Background: an optimization exercise with open tools, aiming at small area. Do not read the settings as production practice.
At most, simulation tests tie the RTL to the original design; equivalence was not proved.
Power figures rest on the tool's default switching activity, not on a simulated workload.

==> inputs of run a <==
==> flow/design.v <==
module cpu16_core #(
  parameter logic [11:0] RESET_PC = 12'h000
) (
  input  logic        CLOCK_50,
  input  logic        reset,
  input  logic [15:0] inst,
  output logic [11:0] pc,
  output logic        retire,
  output logic        halted,
  input  logic [3:0]  dbg_sel,
  output logic [15:0] dbg_data
);
  localparam logic [1:0] CLR = 2'd0, FETCH = 2'd1, EX = 2'd2, HALT = 2'd3;
  logic [1:0]  st;
  logic [3:0]  ph;
  logic [15:0] rf [1:15];
  logic [15:0] hi, t;
  logic        c, bd;
  wire [3:0] op = inst[15:12];
  wire [3:0] rc = inst[11:8];
  wire [3:0] ra = inst[7:4];
  wire [3:0] rb = inst[3:0];
  wire s_clr   = st == CLR;
  wire s_fetch = st == FETCH;
  wire s_ex    = st == EX;
  wire last    = ph == 4'd15;
  wire op_sub = op == 4'h1;
  wire op_slt = op == 4'h5;
  wire op_shl = op == 4'h6;
  wire op_shr = op == 4'h7;
  wire op_mul = op == 4'h9;
  wire op_beq = op == 4'hB;
  assign halted = st == HALT;
  wire       tload = s_fetch & (ph == 4'd14);
  wire [3:0] bsel  = op_beq ? rc : rb;
  wire [3:0] psel  = halted ? dbg_sel : (tload ? ra : bsel);
  wire [3:0] psel_n, lo_n, hi_n;
  wire [15:1] oh;
  for (genvar k = 0; k < 4; k++) begin : g_pre
    cpu16_inv   u_i (.a(psel[k]), .y(psel_n[k]));
    cpu16_nand2 u_l (.a(k[0] ? psel[0] : psel_n[0]), .b(k[1] ? psel[1] : psel_n[1]), .y(lo_n[k]));
    cpu16_nand2 u_h (.a(k[0] ? psel[2] : psel_n[2]), .b(k[1] ? psel[3] : psel_n[3]), .y(hi_n[k]));
  end
  for (genvar i = 1; i < 16; i++) begin : g_oh
    cpu16_nor2 u_o (.a(lo_n[i % 4]), .b(hi_n[i / 4]), .y(oh[i]));
  end
  wire [15:0] pm;
  for (genvar b = 0; b < 16; b++) begin : g_pm
    wire [4:0] g;
    for (genvar k = 0; k < 5; k++) begin : g_k
      cpu16_aoi222 u_aoi (
        .a0(oh[3*k+1]), .b0(rf[3*k+1][b]),
        .a1(oh[3*k+2]), .b1(rf[3*k+2][b]),
        .a2(oh[3*k+3]), .b2(rf[3*k+3][b]),
        .y(g[k]));
    end
    cpu16_nand5 u_nand (.a(g), .y(pm[b]));
  end
  wire [15:0] r0, r1, r2;
  for (genvar i = 0; i < 16; i++) begin : g_rot
    cpu16_mux2i u0 (.a(pm[i]), .b(pm[(i + 15) % 16]), .s(ph[0]), .y(r0[i]));
    cpu16_mux2i u1 (.a(r0[i]), .b(r0[(i + 14) % 16]), .s(ph[1]), .y(r1[i]));
    cpu16_mux2i u2 (.a(r1[i]), .b(r1[(i + 12) % 16]), .s(ph[2]), .y(r2[i]));
    cpu16_mux2i u3 (.a(r2[i]), .b(r2[(i + 8) % 16]), .s(ph[3]), .y(dbg_data[i]));
  end
  wire bnext = pm[1];
  wire       shl   = op_shl;
  wire [3:0] kk    = (op_shl | op_shr) ? inst[3:0] : 4'd0;
  wire [4:0] idx5  = {1'b0, ph} + {1'b0, shl ? ~kk : kk} + {4'd0, shl};
  wire       amask = shl ? idx5[4] : ~idx5[4];
  wire       x_t   = t[idx5[3:0]] & amask;
  wire op_addi = op == 4'h8;
  wire op_li   = op == 4'hD;
  logic imm;
  always_comb begin
    if (op_li) imm = ph[3] ? inst[7] : inst[ph[2:0]];
    else       imm = ph[3:2] == 2'b00 ? inst[ph[1:0]] : 1'b0;
  end
  wire x    = op_li ? 1'b0 : x_t;
  wire y    = (op_addi | op_li) ? imm : bd;
  wire flip = op_slt & last;             
  wire xx   = x ^ flip;
  wire yy   = y ^ (op_sub | op_slt) ^ flip;
  wire cin  = (ph == 4'd0) ? (op_sub | op_slt) : c;
  wire sum  = xx ^ yy ^ cin;
  wire cout = (xx & yy) | (xx & cin) | (yy & cin);
  wire zacc = ((ph == 4'd0) ? 1'b0 : c) | bd;
  wire        mstep = s_ex & op_mul;
  wire [15:0] acc   = {hi[15:1], hi[0] & ~(mstep & ph == 4'd0)};
  wire [15:0] pp    = (mstep & bd) ? t : 16'd0;
  wire [16:0] s17;
  wire [16:1] cy;
  cpu16_ha u_ha (.a(acc[0]), .b(pp[0]), .s(s17[0]), .co(cy[1]));
  for (genvar i = 1; i < 16; i++) begin : g_add
    cpu16_fa u_fa (.a(acc[i]), .b(pp[i]), .ci(cy[i]), .s(s17[i]), .co(cy[i+1]));
  end
  assign s17[16] = cy[16];
  wire        hclr  = s_clr | (s_fetch & op_mul & ph != 4'd0);
  wire        htop  = mstep ? s17[16] : (hclr ? 1'b0 : hi[0]);
  logic wbit, wen;
  always_comb begin
    wbit = 1'b0;
    case (op)
      4'h0, 4'h1, 4'h8, 4'hD: wbit = sum;
      4'h2: wbit = x & y;
      4'h3: wbit = x | y;
      4'h4: wbit = x ^ y;
      4'h5: wbit = s_fetch & ~c;
      4'h6, 4'h7: wbit = x;
      4'h9: wbit = s17[0];
      4'hA: wbit = hi[0];
      default: wbit = 1'b0;
    endcase
    if (s_clr) wbit = 1'b0;
    wen = s_ex & (op <= 4'hA) & ~(op_slt & ph == 4'd0) | s_ex & op_li
        | s_fetch & op_slt & ph == 4'd0;
  end
  wire fin = last & s_ex;
  assign retire = fin;
  wire        jump  = op == 4'hC | op_beq & ~zacc;
  wire [11:0] pc_nx = reset ? RESET_PC : jump ? {op_beq ? 4'h0 : inst[11:8], inst[7:0]} : pc + 12'd1;
  wire        pc_en = reset | fin & (op != 4'hF);
  always_ff @(posedge CLOCK_50) begin
    ph <= reset ? 4'd0 : ph + 4'd1;
    c  <= s_clr | (op_beq ? zacc : cout);
    bd <= bnext;
    hi <= {htop, s17[15:1]};
    if (tload) t <= {pm[1:0], pm[15:2]};
    for (int i = 1; i < 16; i++)
      rf[i] <= {(s_clr | wen & rc == 4'(i)) ? wbit : rf[i][0], rf[i][15:1]};
    if (pc_en) pc <= pc_nx;
    if (reset) begin
      st <= CLR;
    end else if (last) begin
      case (st)
        CLR:   st <= FETCH;
        FETCH: st <= EX;
        EX:    st <= op == 4'hF ? HALT : FETCH;
        default: st <= HALT;
      endcase
    end
  end
endmodule
module cpu16_aoi222 (
  input  logic a0, b0, a1, b1, a2, b2,
  output logic y
);
  assign y = ~(a0 & b0 | a1 & b1 | a2 & b2);
endmodule
module cpu16_nand5 (
  input  logic [4:0] a,
  output logic       y
);
  assign y = ~&a;
endmodule
module cpu16_mux2i (
  input  logic a, b, s,
  output logic y
);
  assign y = ~(s ? b : a);
endmodule
module cpu16_inv (
  input  logic a,
  output logic y
);
  assign y = ~a;
endmodule
module cpu16_nand2 (
  input  logic a, b,
  output logic y
);
  assign y = ~(a & b);
endmodule
module cpu16_nor2 (
  input  logic a, b,
  output logic y
);
  assign y = ~(a | b);
endmodule
module cpu16_fa (
  input  logic a, b, ci,
  output logic s, co
);
  assign {co, s} = a + b + ci;
endmodule
module cpu16_ha (
  input  logic a, b,
  output logic s, co
);
  assign {co, s} = a + b;
endmodule
==> flow/flow/run.sh <==
#!/bin/bash
set -euo pipefail
cd "$(dirname "$0")/.."
mkdir -p tmp
export TMPDIR="$PWD/tmp"
export CTS_ARGS="-sink_clustering_enable -repair_clock_nets -dont_use_dummy_load -sink_clustering_size 30 -sink_clustering_max_diameter 80 -buf_list sky130_fd_sc_hd__clkbuf_16 -root_buf sky130_fd_sc_hd__clkbuf_4 -tree_buf sky130_fd_sc_hd__clkbuf_4"
export BUFFER_PORTS_ARGS="-buffer_cell sky130_fd_sc_hd__buf_1"
bash standard.sh > standard.log 2>&1
rm -rf tmp
==> flow/standard.sh <==
#!/bin/bash
# synth_recipe.tcl (not shown) runs the flow's synth.tcl, then flattens the netlist and writes it again
# the make line also repeats each setting of config.mk as NAME=value (left out here)
make -C /OpenROAD-flow-scripts/flow DESIGN_CONFIG=/design/flow/config.mk WORK_HOME=/design/flow/orfs CLKGATE_MAP_FILE= SYNTH_SCRIPT=/design/flow/synth_recipe.tcl "${@:-finish}"
==> flow/config.mk <==
export PLATFORM = sky130hd
export DESIGN_NAME = cpu16_core
export DESIGN_NICKNAME = cpu16_core
export VERILOG_FILES = /design/flow/design.v
export SDC_FILE = /design/flow/constraint.sdc
export NUM_CORES = 4
export LEC_CHECK = 0
export CAP_MARGIN = 20
export CORE_MARGIN = 2
export CORE_UTILIZATION = 60
export SLEW_MARGIN = 20
export SYNTH_HIERARCHICAL = 1
export SYNTH_MINIMUM_KEEP_SIZE = 0
==> flow/constraint.sdc <==
create_clock -name core_clock -period 10.0 [get_ports {CLOCK_50}]
set_input_delay 2.0000 -clock core_clock [delete_from_list [all_inputs] [get_ports {CLOCK_50}]]
set_output_delay 2.0000 -clock core_clock [all_outputs]
set_load 0.01 [all_outputs]
==> run b (differences from run a) <==
==> flow/design.v, changed modules only <==
module cpu16_core #(
  parameter logic [11:0] RESET_PC = 12'h000
) (
  input  logic        CLOCK_50,
  input  logic        reset,
  input  logic [15:0] inst,
  output logic [11:0] pc,
  output logic        retire,
  output logic        halted,
  input  logic [3:0]  dbg_sel,
  output logic [15:0] dbg_data
);
  localparam logic [1:0] CLR = 2'd0, FETCH = 2'd1, EX = 2'd2, HALT = 2'd3;
  logic [1:0]  st;
  logic [3:0]  ph;
  logic [15:0] rf [1:15];
  logic [15:0] hin, t;    
  logic        c, bd;
  wire [3:0] op = inst[15:12];
  wire [3:0] rc = inst[11:8];
  wire [3:0] ra = inst[7:4];
  wire [3:0] rb = inst[3:0];
  wire s_clr   = st == CLR;
  wire s_fetch = st == FETCH;
  wire s_ex    = st == EX;
  wire last    = ph == 4'd15;
  wire op_sub = op == 4'h1;
  wire op_slt = op == 4'h5;
  wire op_shl = op == 4'h6;
  wire op_shr = op == 4'h7;
  wire op_mul = op == 4'h9;
  wire op_beq = op == 4'hB;
  assign halted = st == HALT;
  wire       tload = s_fetch & (ph == 4'd14);
  wire [1:0] ps_s = {halted | op_beq, halted | tload};
  wire [3:0] psel;
  for (genvar k = 0; k < 4; k++) begin : g_psel
    cpu16_mux4 u_m (.d({dbg_sel[k], rc[k], ra[k], rb[k]}), .s(ps_s), .y(psel[k]));
  end
  wire [3:0] psel_n, lo_n, hi_n;
  wire [15:1] oh;
  for (genvar k = 0; k < 4; k++) begin : g_pre
    cpu16_inv   u_i (.a(psel[k]), .y(psel_n[k]));
    cpu16_nand2 u_l (.a(k[0] ? psel[0] : psel_n[0]), .b(k[1] ? psel[1] : psel_n[1]), .y(lo_n[k]));
    cpu16_nand2 u_h (.a(k[0] ? psel[2] : psel_n[2]), .b(k[1] ? psel[3] : psel_n[3]), .y(hi_n[k]));
  end
  for (genvar i = 1; i < 16; i++) begin : g_oh
    cpu16_nor2 u_o (.a(lo_n[i % 4]), .b(hi_n[i / 4]), .y(oh[i]));
  end
  wire [15:0] pm;
  for (genvar b = 0; b < 16; b++) begin : g_pm
    wire [4:0] g;
    for (genvar k = 0; k < 5; k++) begin : g_k
      cpu16_aoi222 u_aoi (
        .a0(oh[3*k+1]), .b0(rf[3*k+1][b]),
        .a1(oh[3*k+2]), .b1(rf[3*k+2][b]),
        .a2(oh[3*k+3]), .b2(rf[3*k+3][b]),
        .y(g[k]));
    end
    cpu16_nand5 u_nand (.a(g), .y(pm[b]));
  end
  wire [15:0] r0, r1, r2;
  for (genvar i = 0; i < 16; i++) begin : g_rot
    cpu16_mux2i u0 (.a(pm[i]), .b(pm[(i + 15) % 16]), .s(ph[0]), .y(r0[i]));
    cpu16_mux2i u1 (.a(r0[i]), .b(r0[(i + 14) % 16]), .s(ph[1]), .y(r1[i]));
    cpu16_mux2i u2 (.a(r1[i]), .b(r1[(i + 12) % 16]), .s(ph[2]), .y(r2[i]));
    cpu16_mux2i u3 (.a(r2[i]), .b(r2[(i + 8) % 16]), .s(ph[3]), .y(dbg_data[i]));
  end
  wire bnext = pm[1];
  wire       shl = op_shl;
  wire       sh  = op_shl | op_shr;
  wire [3:0] km, kx, idx;
  wire [4:0] ic;
  assign ic[0] = shl;
  for (genvar k = 0; k < 4; k++) begin : g_idx
    cpu16_xor2 u_x (.a(inst[k]), .b(shl), .y(kx[k]));
    cpu16_and2 u_a (.a(kx[k]), .b(sh), .y(km[k]));
    cpu16_fa   u_f (.a(ph[k]), .b(km[k]), .ci(ic[k]), .s(idx[k]), .co(ic[k+1]));
  end
  wire amask, tsel;
  cpu16_xnor2 u_mask (.a(ic[4]), .b(shl), .y(amask));
  wire [3:0] tq;
  for (genvar k = 0; k < 4; k++) begin : g_tq
    cpu16_mux4 u_m (.d(t[4*k +: 4]), .s(idx[1:0]), .y(tq[k]));
  end
  cpu16_mux4 u_tsel (.d(tq), .s(idx[3:2]), .y(tsel));
  wire x_t = tsel & amask;
  wire op_addi = op == 4'h8;
  wire op_li   = op == 4'hD;
  logic imm;
  always_comb begin
    if (op_li) imm = ph[3] ? inst[7] : inst[ph[2:0]];
    else       imm = ph[3:2] == 2'b00 ? inst[ph[1:0]] : 1'b0;
  end
  wire x    = x_t;
  wire y    = op_addi ? imm : bd;
  wire flip = op_slt & last;             
  wire xx   = x ^ flip;
  wire yy   = y ^ (op_sub | op_slt) ^ flip;
  wire cin  = (ph == 4'd0) ? (op_sub | op_slt) : c;
  wire sum, cout;
  cpu16_fa u_alu (.a(xx), .b(yy), .ci(cin), .s(sum), .co(cout));
  wire zacc = ((ph == 4'd0) ? 1'b0 : c) | bd;
  wire        mstep = s_ex & op_mul;
  wire        pg    = mstep & bd;
  wire [15:0] accn  = {hin[15:1], hin[0] | (mstep & ph == 4'd0)};
  wire [15:0] ppn;
  for (genvar i = 0; i < 16; i++) begin : g_pp
    cpu16_nand2 u_p (.a(t[i]), .b(pg), .y(ppn[i]));
  end
  wire [16:0] s17n;    
  wire [16:1] cyn;     
  cpu16_xnor2 u_s0 (.a(accn[0]), .b(ppn[0]), .y(s17n[0]));
  cpu16_or2   u_c0 (.a(accn[0]), .b(ppn[0]), .y(cyn[1]));
  for (genvar i = 1; i < 16; i++) begin : g_add
    cpu16_fa u_fa (.a(accn[i]), .b(ppn[i]), .ci(cyn[i]), .s(s17n[i]), .co(cyn[i+1]));
  end
  assign s17n[16] = cyn[16];
  wire        hclr  = s_clr | (s_fetch & op_mul & ph != 4'd0);
  wire        htopn = mstep ? s17n[16] : (hclr | hin[0]);
  logic wbit, wen;
  always_comb begin
    wbit = 1'b0;
    case (op)
      4'h0, 4'h1, 4'h8: wbit = sum;
      4'hD: wbit = imm;
      4'h2: wbit = x & y;
      4'h3: wbit = x | y;
      4'h4: wbit = x ^ y;
      4'h5: wbit = s_fetch & ~c;
      4'h6, 4'h7: wbit = x;
      4'h9: wbit = ~s17n[0];
      4'hA: wbit = ~hin[0];
      default: wbit = 1'b0;
    endcase
    if (s_clr) wbit = 1'b0;
    wen = s_ex & (op <= 4'hA) & ~(op_slt & ph == 4'd0) | s_ex & op_li
        | s_fetch & op_slt & ph == 4'd0;
  end
  wire fin = last & s_ex;
  assign retire = fin;
  wire        jump  = op == 4'hC | op_beq & ~zacc;
  wire [11:0] pc_inc, pc_tgt, pc_nx_n, pc_nx;
  wire [11:1] pc_cy;
  cpu16_inv u_inc0 (.a(pc[0]), .y(pc_inc[0]));
  assign pc_cy[1] = pc[0];
  for (genvar i = 1; i < 11; i++) begin : g_inc
    cpu16_ha u_h (.a(pc[i]), .b(pc_cy[i]), .s(pc_inc[i]), .co(pc_cy[i+1]));
  end
  cpu16_xor2 u_inc11 (.a(pc[11]), .b(pc_cy[11]), .y(pc_inc[11]));
  assign pc_tgt[7:0] = inst[7:0];
  for (genvar i = 8; i < 12; i++) begin : g_tgt
    cpu16_and2 u_a (.a(inst[i]), .b(~op_beq), .y(pc_tgt[i]));
  end
  for (genvar i = 0; i < 12; i++) begin : g_pcnx
    cpu16_mux2i u_m (.a(pc_inc[i]), .b(pc_tgt[i]), .s(jump), .y(pc_nx_n[i]));
    if (RESET_PC[i]) begin : g_one
      cpu16_nand2 u_r (.a(pc_nx_n[i]), .b(~reset), .y(pc_nx[i]));
    end else begin : g_zero
      cpu16_nor2  u_r (.a(pc_nx_n[i]), .b(reset), .y(pc_nx[i]));
    end
  end
  wire        pc_en = reset | fin & (op != 4'hF);
  always_ff @(posedge CLOCK_50) begin
    ph <= reset ? 4'd0 : ph + 4'd1;
    c  <= s_clr | (op_beq ? zacc : cout);
    bd <= bnext;
    hin <= {htopn, s17n[15:1]};
    if (tload) t <= {pm[1:0], pm[15:2]};
    for (int i = 1; i < 16; i++)
      rf[i] <= {(s_clr | wen & rc == 4'(i)) ? wbit : rf[i][0], rf[i][15:1]};
    if (pc_en) pc <= pc_nx;
    if (reset) begin
      st <= CLR;
    end else if (last) begin
      case (st)
        CLR:   st <= FETCH;
        FETCH: st <= EX;
        EX:    st <= op == 4'hF ? HALT : FETCH;
        default: st <= HALT;
      endcase
    end
  end
endmodule
module cpu16_mux4 (
  input  logic [3:0] d,
  input  logic [1:0] s,
  output logic       y
);
  assign y = d[s];
endmodule
module cpu16_xor2 (
  input  logic a, b,
  output logic y
);
  assign y = a ^ b;
endmodule
module cpu16_xnor2 (
  input  logic a, b,
  output logic y
);
  assign y = ~(a ^ b);
endmodule
module cpu16_and2 (
  input  logic a, b,
  output logic y
);
  assign y = a & b;
endmodule
module cpu16_or2 (
  input  logic a, b,
  output logic y
);
  assign y = a | b;
endmodule
==> flow/flow/run.sh (replaced) <==
#!/bin/bash
set -euo pipefail
cd "$(dirname "$0")/.."
mkdir -p tmp scripts
export TMPDIR="$PWD/tmp"
cp -r "$FLOW_HOME/scripts/." scripts/
cp flow/abc_speed.script scripts/abc_speed.script
export SCRIPTS_DIR="$PWD/scripts"
export CTS_ARGS="-sink_clustering_enable -repair_clock_nets -dont_use_dummy_load -sink_clustering_size 20 -sink_clustering_max_diameter 60 -buf_list sky130_fd_sc_hd__clkbuf_8 -root_buf sky130_fd_sc_hd__clkbuf_4 -tree_buf sky130_fd_sc_hd__clkbuf_4"
export BUFFER_PORTS_ARGS="-buffer_cell sky130_fd_sc_hd__buf_1"
bash standard.sh > standard.log 2>&1
rm -rf tmp
==> flow/flow/abc_speed.script (new file) <==
&get -n
&st
&dch
&nf -R 1000 -p
&st
&syn2
&if -g -K 6
&synch2
&nf -R 1000 -p
&st
&syn2
&if -g -K 6
&synch2
&nf -R 1000 -p
&st
&syn2
&if -g -K 6
&synch2
&nf -R 1000 -p
&st
&syn2
&if -g -K 6
&synch2
&nf -R 1000 -p
&st
&syn2
&if -g -K 6
&synch2
&nf -R 1000 -p
&put
topo
stime -c
dnsize -c
Settings changed: GPL_ROUTABILITY_DRIVEN set to 0, GPL_TIMING_DRIVEN set to 0.
==> summary.txt <==
power density over cell area: 166 nW/um^2
Post-Syn Instances: 736
NetSw: 383 uW
DRT iter0 DRCs: 767
Post-Place Cells: 1003
Comb pwr share: 0.043
Sw Share: 0.217
TAP cells: 216
status: no timing/DRC/antenna violations
# rows: 46
TritonCTS buffer count: 20
Post-Synthesis Net Count: 793
insertion delay to the later sink of the worst-skew pair: 0.68 ns
The numbers above come from run b.

==> summary.txt <==
status: no timing/DRC/antenna violations
EDFF count, synth: 28
TritonCTS buffer count: 14
first-pass GRT wire length: 35800 um
DRT iter0 DRCs: 770
commonest non-fill, non-tap cell in the layout: dfxtp_1
Post-Synthesis Net Count: 857
power density over cell area: 167 nW/um^2
Max Clk Rate: 0.112 GHz
Comb pwr share: 0.059
# rows: 47
Sw Share: 0.218
NetSw: 401 uW
Post-Syn Instances: 808
Post-Place Cells: 1075
FF-to-FF Start: ph[0]$_SDFF_PP0_
The numbers above come from run a.

The RTL of run a was laid out without a check of its function.

separate check: timing with driven ports:
The flow's constraints put no driver on any port. The routed layouts listed below were extracted and timed again, unchanged, in two steps.
Step 1, drivers: a clkbuf_16 drives CLOCK_50 and a buf_2 each remaining input, both assumed.
Step 2, shift: input delay + t, output delay - t, t = (earliest + latest rising clock arrival at the registers) / 2. This alone moves slack from input paths to output paths.
a / b / c = ideal / step 1 / step 2; a / b = the first two.
run | t (ns) | slack for setup (ns) | worst setup path at the end | worst register clock-pin slew, ns | pins driven straight from the clock port
run a | 0.673 | 1.036 / 1.046 / 0.372 | input to register | 0.11 / 0.11 | 1
run b | 0.655 | 0.550 / 0.566 / -0.089 | input to register | 0.11 / 0.11 | 1
With both steps, setup timing fails in run b, where it was met with ideal ports. For run a, which loses most, drivers alone change the setup slack by +0.010 ns; drivers and shift together by -0.664 ns.
